Source: an optimization exercise on an open RTL-to-GDS flow (aim: small area). Production flows keep margins and buffers that such runs may drop. The RTL was checked by simulation tests, not by an equivalence proof against the original design. Power and IR drop assume default switching activity.

## run E
==> flow/design.v (excerpt) <==
module weight_stream_mem #(
    parameter int    DATA_WIDTH = 8,
    parameter int    ADDR_WIDTH = 18,
    parameter int    NUM_LAYERS = 64,
    parameter int    FIFO_DEPTH = 4,
    localparam int   LAYER_W    = $clog2(NUM_LAYERS)
) (
    input  logic                  clk,
    input  logic                  rst_n,
    input  logic                  cfg_we,
    input  logic [LAYER_W-1:0]    cfg_layer,
    input  logic [ADDR_WIDTH-1:0] cfg_base,
    input  logic [ADDR_WIDTH:0]   cfg_len,
    output logic                  cfg_err,
    input  logic                  start,
    input  logic [LAYER_W-1:0]    layer_select,
    input  logic [ADDR_WIDTH-1:0] offset,
    input  logic [ADDR_WIDTH:0]   count,
    input  logic                  abort,
    output logic                  busy,
    output logic                  done,
    output logic                  err,
    output logic                  m_valid,
    input  logic                  m_ready,
    output logic [DATA_WIDTH-1:0] m_data,
    output logic                  m_last
);
Size in the first run: roughly 8300 cells after synthesis, about 2500 flip-flops, roughly 86000 um2 of cells after synthesis.
clock: 10.0 ns
lec_check: 0
cap_margin: 30
core_margin: 2
core_utilization: 40
slew_margin: 40
standard.sh (not shown) runs the stock make flow with config.mk's settings and CLKGATE_MAP_FILE= SYNTH_SCRIPT=/design/flow/synth_recipe.tcl, a recipe that flattens the netlist after the stock synthesis.
==> flow/flow/run.sh <==
#!/bin/bash
# Standard layout (the standard.sh: standard synthesis, floorplan, place,
# CTS, route, finish) with two changes passed to the ORFS scripts through
# their own variables:
#  - port buffers use buf_2 instead of the default pick (a delay cell);
#  - clock tree synthesis without dummy loads, from clkbuf_16 buffers with
#    clusters of at most 26 sinks within 60 um.
set -euo pipefail
export BUFFER_PORTS_ARGS="-buffer_cell sky130_fd_sc_hd__buf_2"
export CTS_ARGS="-sink_clustering_enable -repair_clock_nets -dont_use_dummy_load -buf_list {sky130_fd_sc_hd__clkbuf_16} -sink_clustering_size 26 -sink_clustering_max_diameter 60"
bash standard.sh > standard_flow.log 2>&1
Inputs modified between run E and run C:
- swapping 40 for 50 in SLEW_MARGIN
==> flow/run.sh (new file) <==
#!/bin/bash
# synth_recipe.tcl (not shown) runs the flow's synth.tcl, then flattens the netlist and writes it again
# the make line also repeats each setting of config.mk as NAME=value (left out here)
make -C /OpenROAD-flow-scripts/flow DESIGN_CONFIG=/design/flow/config.mk WORK_HOME=/design/flow/orfs CLKGATE_MAP_FILE= SYNTH_SCRIPT=/design/flow/synth_recipe.tcl finish
removed: flow/flow/run.sh
removed: flow/standard.sh
Delta (run C minus run E): worst ir drop on vdd moved up, highest attainable clock frequency moved down, post-synthesis to final-layout area growth moved up, number of enable flip-flop cells after synthesis level.
In the final reports, the cell area of run C is larger than that of run E.

========
weight_stream_mem again, from the RTL that the note above started with.
// weight_stream_mem
module weight_stream_mem #(
    parameter int    DATA_WIDTH = 8,
    parameter int    ADDR_WIDTH = 18,
    parameter int    NUM_LAYERS = 64,
    parameter int    FIFO_DEPTH = 4,
    localparam int   LAYER_W    = $clog2(NUM_LAYERS)
) (
    input  logic                  clk,
    input  logic                  rst_n,
    input  logic                  cfg_we,
    input  logic [LAYER_W-1:0]    cfg_layer,
    input  logic [ADDR_WIDTH-1:0] cfg_base,
    input  logic [ADDR_WIDTH:0]   cfg_len,
    output logic                  cfg_err,
    input  logic                  start,
    input  logic [LAYER_W-1:0]    layer_select,
    input  logic [ADDR_WIDTH-1:0] offset,
    input  logic [ADDR_WIDTH:0]   count,
    input  logic                  abort,
    output logic                  busy,
    output logic                  done,
    output logic                  err,
    output logic                  m_valid,
    input  logic                  m_ready,
    output logic [DATA_WIDTH-1:0] m_data,
    output logic                  m_last
);
    localparam int EXT_W = ADDR_WIDTH + 2;
    localparam int CNT_W = $clog2(FIFO_DEPTH) + 1;
    localparam logic [EXT_W-1:0] MEM_WORDS = EXT_W'(1) << ADDR_WIDTH;
    localparam int ENT_W = 2 * ADDR_WIDTH;    
    localparam int HB    = ADDR_WIDTH / 2;    
    localparam int AW    = ADDR_WIDTH;
    localparam int HI_W  = LAYER_W / 2;
    localparam int LO_W  = LAYER_W - HI_W;
    localparam int N_HI  = 1 << HI_W;
    localparam int N_LO  = 1 << LO_W;
    logic [ENT_W-1:0]      tbl_q [NUM_LAYERS];
    logic [NUM_LAYERS-1:0] vld_q;
    logic                  phase_q;       
    logic [ENT_W:0]        pw_c_q;        
    logic [N_HI-1:0]       hi_q;          
    logic [N_LO-1:0]       lo_q;          
    logic [N_LO-1:0]       lo_n_q;        
    logic [HB-1:0]         c_p1;          
    logic [HB-1:0]         c_p2;
    logic [ENT_W-1:0]      c_row;
    logic [EXT_W-1:0]      cfg_end;
    logic                  cfg_ok;
    logic                  cfg_acc;
    logic [ENT_W:0]        cfg_word;
  ...
clock: 10.0 ns
lec_check: 0
cap_margin: 30
core_margin: 2
core_utilization: 40
slew_margin: 30
==> flow/flow/run.sh <==
#!/bin/bash
# Standard layout (the standard.sh: standard synthesis, floorplan, place,
# CTS, route, finish) with two changes passed to the ORFS scripts through
# their own variables:
#  - port buffers use buf_2 instead of the default pick (a delay cell);
#  - clock tree synthesis without dummy loads, from clkbuf_16 buffers with
#    clusters of at most 26 sinks within 60 um.
set -euo pipefail
export BUFFER_PORTS_ARGS="-buffer_cell sky130_fd_sc_hd__buf_2"
export CTS_ARGS="-sink_clustering_enable -repair_clock_nets -dont_use_dummy_load -buf_list {sky130_fd_sc_hd__clkbuf_16} -sink_clustering_size 26 -sink_clustering_max_diameter 60"
bash standard.sh > standard_flow.log 2>&1
The baseline ran to the end with no violations.
Change:
==> flow/flow/run.sh (replaced) <==
#!/bin/bash
# Standard layout (the standard.sh: standard synthesis, floorplan, place,
# CTS, route, finish) with two changes passed to the ORFS scripts through
# their own variables:
#  - port buffers use buf_2 instead of the default pick (a delay cell);
#  - clock tree synthesis without dummy loads, from clkbuf_8 buffers with
#    clusters of at most 20 sinks within 40 um.
set -euo pipefail
export BUFFER_PORTS_ARGS="-buffer_cell sky130_fd_sc_hd__buf_2"
export CTS_ARGS="-sink_clustering_enable -repair_clock_nets -dont_use_dummy_load -buf_list {sky130_fd_sc_hd__clkbuf_8} -sink_clustering_size 20 -sink_clustering_max_diameter 40"
bash standard.sh > standard_flow.log 2>&1
SLEW_MARGIN = 40   (was 30)
Effect: The new run went through all stages and came out clean; utilization rises by 1.1 points; routed wire length climbs by 1.1%; via count grows by 1.7%; non-clock buffer count grows by 72; cell area is higher by 2.4%; worst setup slack gains 500 ps; fmax rose by 6.1%.

[port drivers added, routing unchanged]
Ports are ideal in the flow. The routed layouts listed here were re-timed in OpenROAD.
Step 1 assumes that a clkbuf_16 drives the clock port and a buf_2 every other input.
Step 2 adds t to the input delays and takes it off the output delays; t is the mean of the earliest and latest rising clock arrival at the registers after step 1. Input paths then give back, and output paths get back, about the clock's delay inside the block.
a / b / c = no drivers / after step 1 / after step 2; a / b = the first two.
run	t, ns	setup WS [ns]	hold slack, ns	worst setup path at the end	worst slew at a driven data input, ns
run E	0.962	1.574 / 1.603 / 0.642	0.345 / 0.345 / 0.345	input to register	0.10
run C	1.003	0.962 / 1.010 / 0.007	0.375 / 0.375 / 0.375	input to register	0.11
the first run of note 2	0.944	1.246 / 1.267 / 0.324	0.366 / 0.366 / 0.366	input to register	0.10
the second run of note 2	1.203	1.747 / 1.776 / 0.573	0.343 / 0.343 / 0.343	input to register	0.10
After both steps every run listed still meets setup and hold. For the second run of note 2, which loses most, drivers alone change the setup slack by +0.029 ns; drivers and shift together by -1.174 ns.
